Context: an optimization exercise on an open-source flow, tuned for small area and a short achievable clock period. The choices shown serve that exercise and are no tape-out recipe. Only simulation tests tie the RTL to the original design; equivalence was not proved.

## design/flow/run.sh

```bash
#!/bin/bash
# synth_recipe.tcl (not shown) runs the flow's synth.tcl, then flattens the netlist and writes it again
# the make line also repeats each setting of config.mk as NAME=value (left out here)
make -C /OpenROAD-flow-scripts/flow DESIGN_CONFIG=/design/flow/config.mk WORK_HOME=/design/flow/orfs CLKGATE_MAP_FILE= SYNTH_SCRIPT=/design/flow/synth_recipe.tcl finish
```

## design/flow/config.mk

```make
export PLATFORM = sky130hd
export DESIGN_NAME = yaw_tracker_top
export DESIGN_NICKNAME = yaw_tracker_top
export VERILOG_FILES = /design/flow/design.v
export SDC_FILE = /design/flow/constraint.sdc
export NUM_CORES = 4
export LEC_CHECK = 0
export CAP_MARGIN = 20
export CORE_MARGIN = 2
export CORE_UTILIZATION = 40
export SLEW_MARGIN = 20
```

## design/flow/constraint.sdc

```tcl
create_clock -name core_clock -period 10.0 [get_ports {clk}]
set_input_delay 2.0000 -clock core_clock [delete_from_list [all_inputs] [get_ports {clk}]]
set_output_delay 2.0000 -clock core_clock [all_outputs]
set_load 0.01 [all_outputs]
```

## design/flow/design.v

```verilog
`default_nettype none
package angle_pkg;
    typedef logic signed [32-1:0] angle_t;
    typedef logic [9-1:0] heading_t;
    localparam int LO_W = 10;
    localparam int Q_W  = 14;
    localparam int M_W  = 6;
    localparam int TURN = 45;
endpackage
`default_nettype wire
`default_nettype none
package imu_pkg;
    typedef logic signed [16-1:0] rate_t;
endpackage
`default_nettype wire
`timescale 1ns/1ps
`default_nettype none
module gyro_integrator (
    input  logic                          clk,
    input  logic                          rst_n,
    input  logic                          valid,
    input  logic                          clear,
    input  logic [15:0]                   rate,
    output logic [angle_pkg::LO_W-1:0]    lo,
    output logic [angle_pkg::M_W-1:0]     m
);
    logic [angle_pkg::Q_W-1:0] q;
    logic [15:0] r;
    logic        c;
    logic [angle_pkg::LO_W-1:0] lo_n;
    logic [angle_pkg::Q_W-1:0]  q_n;
    logic        ovp, ovn;
    logic signed [7:0] msum;
    logic signed [7:0] mfold;
    logic [angle_pkg::M_W-1:0] m_n;
    assign r = valid ? rate : 16'd0;
    assign {c, lo_n} = {1'b0, lo} + {1'b0, r[9:0]};
    assign q_n = q + {{8{r[15]}}, r[15:10]} + {13'd0, c};
    assign ovp = ~q[13] & ~r[15] &  q_n[13];
    assign ovn =  q[13] &  r[15] & ~q_n[13];
    always_comb begin
        msum = {2'b00, m} + {{2{r[15]}}, r[15:10]} + {7'd0, c}
             + (ovp ? 8'hfc : ovn ? 8'h04 : 8'h00);
        if (msum < 0)
            mfold = msum + 8'sd45;
        else if (msum >= 8'sd45)
            mfold = msum - 8'sd45;
        else
            mfold = msum;
        m_n = mfold[5:0];
    end
    always_ff @(posedge clk or negedge rst_n) begin
        if (!rst_n) begin
            lo <= '0;
            q  <= '0;
            m  <= '0;
        end else if (clear) begin
            lo <= '0;
            q  <= '0;
            m  <= '0;
        end else begin
            lo <= lo_n;
            q  <= q_n;
            m  <= m_n;
        end
    end
endmodule
`default_nettype wire
`timescale 1ns/1ps
`default_nettype none
`default_nettype wire
`timescale 1ns/1ps
`default_nettype none
module relative_yaw (
    input  logic [angle_pkg::M_W-1:0]  m_a,
    input  logic [angle_pkg::LO_W-1:0] lo_a,
    input  logic [angle_pkg::M_W-1:0]  m_b,
    input  logic [angle_pkg::LO_W-1:0] lo_b,
    output logic [5:0]                 rel_hi,
    output logic [angle_pkg::LO_W-1:0] rel_lo
);
    logic              borrow;
    logic signed [6:0] t;
    logic signed [7:0] d;
    logic signed [6:0] tf;
    assign {borrow, rel_lo} = {1'b0, lo_a} - {1'b0, lo_b};
    assign t = {1'b0, m_a} - {1'b0, m_b} - {6'd0, borrow};
    assign d = {t, rel_lo[9]};
    always_comb begin
        if (d >= 8'sd45)
            tf = t - 7'sd45;
        else if (d < -8'sd45)
            tf = t + 7'sd45;
        else
            tf = t;
        rel_hi = tf[5:0];
    end
endmodule
`default_nettype wire
`timescale 1ns/1ps
`default_nettype none
module yaw_tracker_top (
    input  logic                clk,
    input  logic                rst_n,
    input  logic                sample_valid,
    input  logic                calibrate,
    input  imu_pkg::rate_t      rate_a,
    input  imu_pkg::rate_t      rate_b,
    output angle_pkg::angle_t   yaw_a,
    output angle_pkg::angle_t   yaw_b,
    output angle_pkg::angle_t   rel_yaw,
    output angle_pkg::heading_t heading,
    output logic                out_valid
);
    localparam int LO_W = angle_pkg::LO_W;
    localparam int M_W  = angle_pkg::M_W;
    logic        v0, v1, v2;
    logic        c0, c1;
    logic [15:0] ra0, rb0, ra1, rb1;
    logic [LO_W-1:0] lo_a, lo_b, rel_lo;
    logic [M_W-1:0]  m_a, m_b;
    logic [5:0]      rel_hi;
    logic [LO_W-1:0] ya_lo_q, yb_lo_q, rel_lo_q;
    logic [M_W-1:0]  ya_m_q, yb_m_q;
    logic [5:0]      rel_hi_q;
    always_ff @(posedge clk or negedge rst_n) begin
        if (!rst_n) begin
            v0 <= 1'b0;
            v1 <= 1'b0;
            v2 <= 1'b0;
            c0 <= 1'b0;
            c1 <= 1'b0;
        end else begin
            v0 <= sample_valid;
            v1 <= v0;
            v2 <= v1;
            c0 <= sample_valid && calibrate;
            c1 <= c0;
        end
    end
    always_ff @(posedge clk) begin
        ra0 <= rate_a;
        rb0 <= rate_b;
        ra1 <= ra0;
        rb1 <= rb0;
    end
    gyro_integrator gyro_integrator_a_i (
        .clk   (clk),
        .rst_n (rst_n),
        .valid (v1),
        .clear (c1),
        .rate  (ra1),
        .lo    (lo_a),
        .m     (m_a)
    );
    gyro_integrator gyro_integrator_b_i (
        .clk   (clk),
        .rst_n (rst_n),
        .valid (v1),
        .clear (c1),
        .rate  (rb1),
        .lo    (lo_b),
        .m     (m_b)
    );
    relative_yaw relative_yaw_i (
        .m_a    (m_a),
        .lo_a   (lo_a),
        .m_b    (m_b),
        .lo_b   (lo_b),
        .rel_hi (rel_hi),
        .rel_lo (rel_lo)
    );
    always_ff @(posedge clk or negedge rst_n) begin
        if (!rst_n) begin
            ya_lo_q   <= '0;
            yb_lo_q   <= '0;
            ya_m_q    <= '0;
            yb_m_q    <= '0;
            rel_lo_q  <= '0;
            rel_hi_q  <= '0;
            out_valid <= 1'b0;
        end else begin
            ya_lo_q   <= lo_a;
            yb_lo_q   <= lo_b;
            ya_m_q    <= m_a;
            yb_m_q    <= m_b;
            rel_lo_q  <= rel_lo;
            rel_hi_q  <= rel_hi;
            out_valid <= v2;
        end
    end
    assign yaw_a   = {8'd0, ya_m_q, ya_lo_q, 8'd0};
    assign yaw_b   = {8'd0, yb_m_q, yb_lo_q, 8'd0};
    assign rel_yaw = {{9{rel_hi_q[5]}}, rel_hi_q[4:0], rel_lo_q, 8'd0};
    assign heading = {ya_m_q, ya_lo_q[9:7]};
endmodule
`default_nettype wire
```

==> impl_metrics.toml <==
[placed_design]
dp_cells = 1322
place_ws_ns = 2.30
hpwl_um = 13500
port_buffers = 101
place.gp.congestion = 0.807

[finish]
nFillCells = 2163
drive_gt1_share_pct = 4.93
layout_commonest_cell = "dfrtp_1"
num-nets-final = 1171
final_cells = 1354
final_core_util_pct = 47.8
syn_to_final_growth_pct = 18.0
layout_common_cells = "dfrtp_1, clkdlybuf4s50_1, ha_1"
antennaDiodeCount = 0

[clocking]
numCtsBuffers = 17
hold_buffers = 0
cts_root_buf = "clkbuf_16"
cts_max_path_buffers = 2
post-cts-setup-buffers = 0
clk_latency_ns = 0.44
htreeDepth = 4
cts.sinks = 178
cts_tree = "done"
cts_resized = 0
cts.clk_slew.worst_paths_ns = 0.07

[timing]
fmax_mhz = 130
worst_pin_slew_ns = 0.874
worst_slack_ns = 2.28
slew_viol_final = 0
setup_viol = 0
layout_min_cycle_time_ns = 7.72
rsz0062_at_grt = "false"
timing.final.crit_share_pct = 77.2
tns_ns = 0
skew_ns = 0.0126
hold_violations = 0
slew_headroom_pct = 41.7
whs_ns = 0.327

[synth]
ys_types = 68
synth_area_sq_um = 9460
synthMuxAreaShare_pct = 0.873
synth_area_leaders = "dfrtp_1, dfxtp_1, ha_1"
yosys.area.top_type = "dfrtp_1"
synth-xor-area-share_pct = 5.65
synth_warnings = 3
synth_edf_count = 0
synth_fa_ha_area_share_pct = 16.1
synth-seq-cells = 178
syn_area_per_cell_sq_um = 10.2
ys.flop_type = "dfrtp_1"
synth_compound_area_share_pct = 12.3
synth_top_cell_area_share_pct = 30.2
syn_inst = 929
synth-simple-area-share_pct = 12.9
yosysSeqAreaShare_pct = 43.7
synth_top_family_by_area = "adder cells"
ys_async_sr_fraction_pct = 64.0

[worst_setup_path]
r2r_cells = 32
r2r-start = "v1$_DFF_PN0_"
r2r-end = "gyro_integrator_a_i.m[3]$_DFF_PN0_"
rrSetupSlack_ns = 2.28
critPathCaptureType = "register"
worst_ep_arrival_time_ns = 8.01
cp_max_fo = 13
criticalPathCategory = "reg -> reg"
critPathLaunchType = "register"
crit_required_ns = 10.29
crit_top_cell = "fa_1"
crit_slowest_cell = "or3_1"
crit_path_max_incr_delay_ns = 0.50

[floorplanning]
die_height_um = 158
io_pins = 142
dieArea_sq_um = 24900
core_sq_um = 23300
rows = 56
start_util_pct = 40.5
die_w_um = 158

[hold_path]
hold_path_end = "ra1[14]$_DFF_P_"
holdPathStages = 0
worstHoldStart = "ra0[14]$_DFF_P_"
hold_class = "reg -> reg"

[grt]
grt_use_met1_pct = 20.4
global_route.usage.met2_pct = 24.1
use_met3_pct = 3.45
gr-max-usage-layer = "met2"
grt_pass1_wl_um = 29900
overflow = 0
grt_max_degree = 69
grt_pass1_vias = 6249
track_usage_pct = 15.3
antenna_found_initial = 0

[detailed_routing]
detail-route-antenna-nets = 0
vias = 6378
drtIter0Drc = 321
viasPerCell = 4.71
firstDrtPassIters = 4
wl_per_cell_um = 13.3
drcViolationCount = 0
drt-total-wl_um = 18000

[run_status]
status = "no timing/DRC/antenna violations"

[run]
maxCapViolCount = 0
## sequential cells by signal, summed over array words and instances (netlist names), 10 cells and up
name / count
rb0: 16
ra1: 16
gyro_integrator_a_i.lo: 10
gyro_integrator_b_i.q: 14
gyro_integrator_b_i.lo: 10
rel_lo_q: 10
ya_lo_q: 10
gyro_integrator_a_i.q: 14
rb1: 16
yb_lo_q: 10
ra0: 16
## worst max path at each step
stage / startpoint / to / slack (ns) / cells past startpoint
2_1_floorplan: v1$_DFF_PN0_ / gyro_integrator_a_i.m[3]$_DFF_PN0_ / 3.10 / 35
3_3_place_gp: v1$_DFF_PN0_ / gyro_integrator_a_i.m[3]$_DFF_PN0_ / 2.53 / 32
3_5_place_dp: v1$_DFF_PN0_ / gyro_integrator_a_i.m[3]$_DFF_PN0_ / 2.30 / 32
4_1_cts: v1$_DFF_PN0_ / gyro_integrator_a_i.m[3]$_DFF_PN0_ / 2.22 / 32
5_1_grt: v1$_DFF_PN0_ / gyro_integrator_a_i.m[3]$_DFF_PN0_ / 1.39 / 32
6_report: v1$_DFF_PN0_ / gyro_integrator_a_i.m[3]$_DFF_PN0_ / 2.28 / 32
## critical path, delay by kind of cell (launching register included)
family / cells / cell delay (ns)
muxes: 1 / 0.16
and+or+nand+nor: 5 / 0.95
adders and majority gates: 5 / 1.64
buffers and inverters: 3 / 0.18
xor gates and xnor gates: 2 / 0.37
DFF: 1 / 0.47
AOI/OAI and AO/OA: 16 / 3.82
## stage by stage
step | cell area, sq um
CTS | 11200
global placement | 10600
global route | 11200
finish | 11200
floorplan | 9610
detailed placement | 10600
## layer usage
metal  part of all wire, %  routed length (um)  vias to the layer above
li1                      -                   -                     3242
met1                    50                8930                     2979
met2                    44                7950                      123
met3                   4.2                 759                       34
met4                   2.1                 387                        0
met5                     0                   0                        -
## cell type report
cell class	instances	area [sq um]	share of cell area [%]
repair buffers	104	1030	9.24
clock inverters	11	106	0.953
flip-flops and latches	178	4130	37.0
clock buffers	21	493	4.42
multi-input cells	636	4670	41.9
inverters	85	322	2.88
well taps	319	399	3.58
## logic make-up (layout without fill, tap and decap cells)
kind of cell             after synthesis  in the layout
AND/OR/NAND/NOR                      244            244
multiplexers                           8              8
flip-flops                           178            178
AO/OA/AOI/OAI                        170            170
other                                  1             40
XOR/XNOR                              61             61
buffers and inverters                154            221
adder cells (fa/ha/maj)              113            113
## cells in the mapped netlist, types with 3 or more instances
master     number
buf_4          57
a21oi_1        40
nand2b_1        7
o21bai_1        6
xnor2_1        37
ha_1           98
nor3_1         25
o21ai_0        31
o211ai_1        5
a21o_1         17
a31oi_1         9
buf_2           3
nor2_1         80
o31ai_1         6
inv_1          84
and3_1          5
o21a_1          7
xor2_1         24
nand3_1         6
fa_1           15
or3_1           4
clkbuf_1        7
nor2b_1        17
a21boi_0        7
o2111ai_1       9
dfrtp_1       114
nor3b_1         4
a211oi_1        6
and2_1         29
mux2i_1         6
nand2_1        51
dfxtp_1        64

## port drivers added, routing unchanged
In the flow no input, the clock included, has a driving cell. The finished layout below was timed again as built, in two steps.
Step 1 assumes that a clkbuf_16 drives the clock port and a buf_2 every other input.
Step 2 also shifts input and output timing later by t, the mid clock arrival at the registers, as if the neighbouring blocks saw the same clock.
Three values: ideal ports, drivers, drivers and shift; two values: the first two.
shift t [ns]: 0.478
setup WS [ns]: 2.278 / 2.278 / 2.278
worst register clock-pin slew, ns: 0.08 / 0.08
After both steps this run still meets setup and hold. The setup slack of this run moves by 0.000 ns with the drivers and by 0.000 ns with both steps.
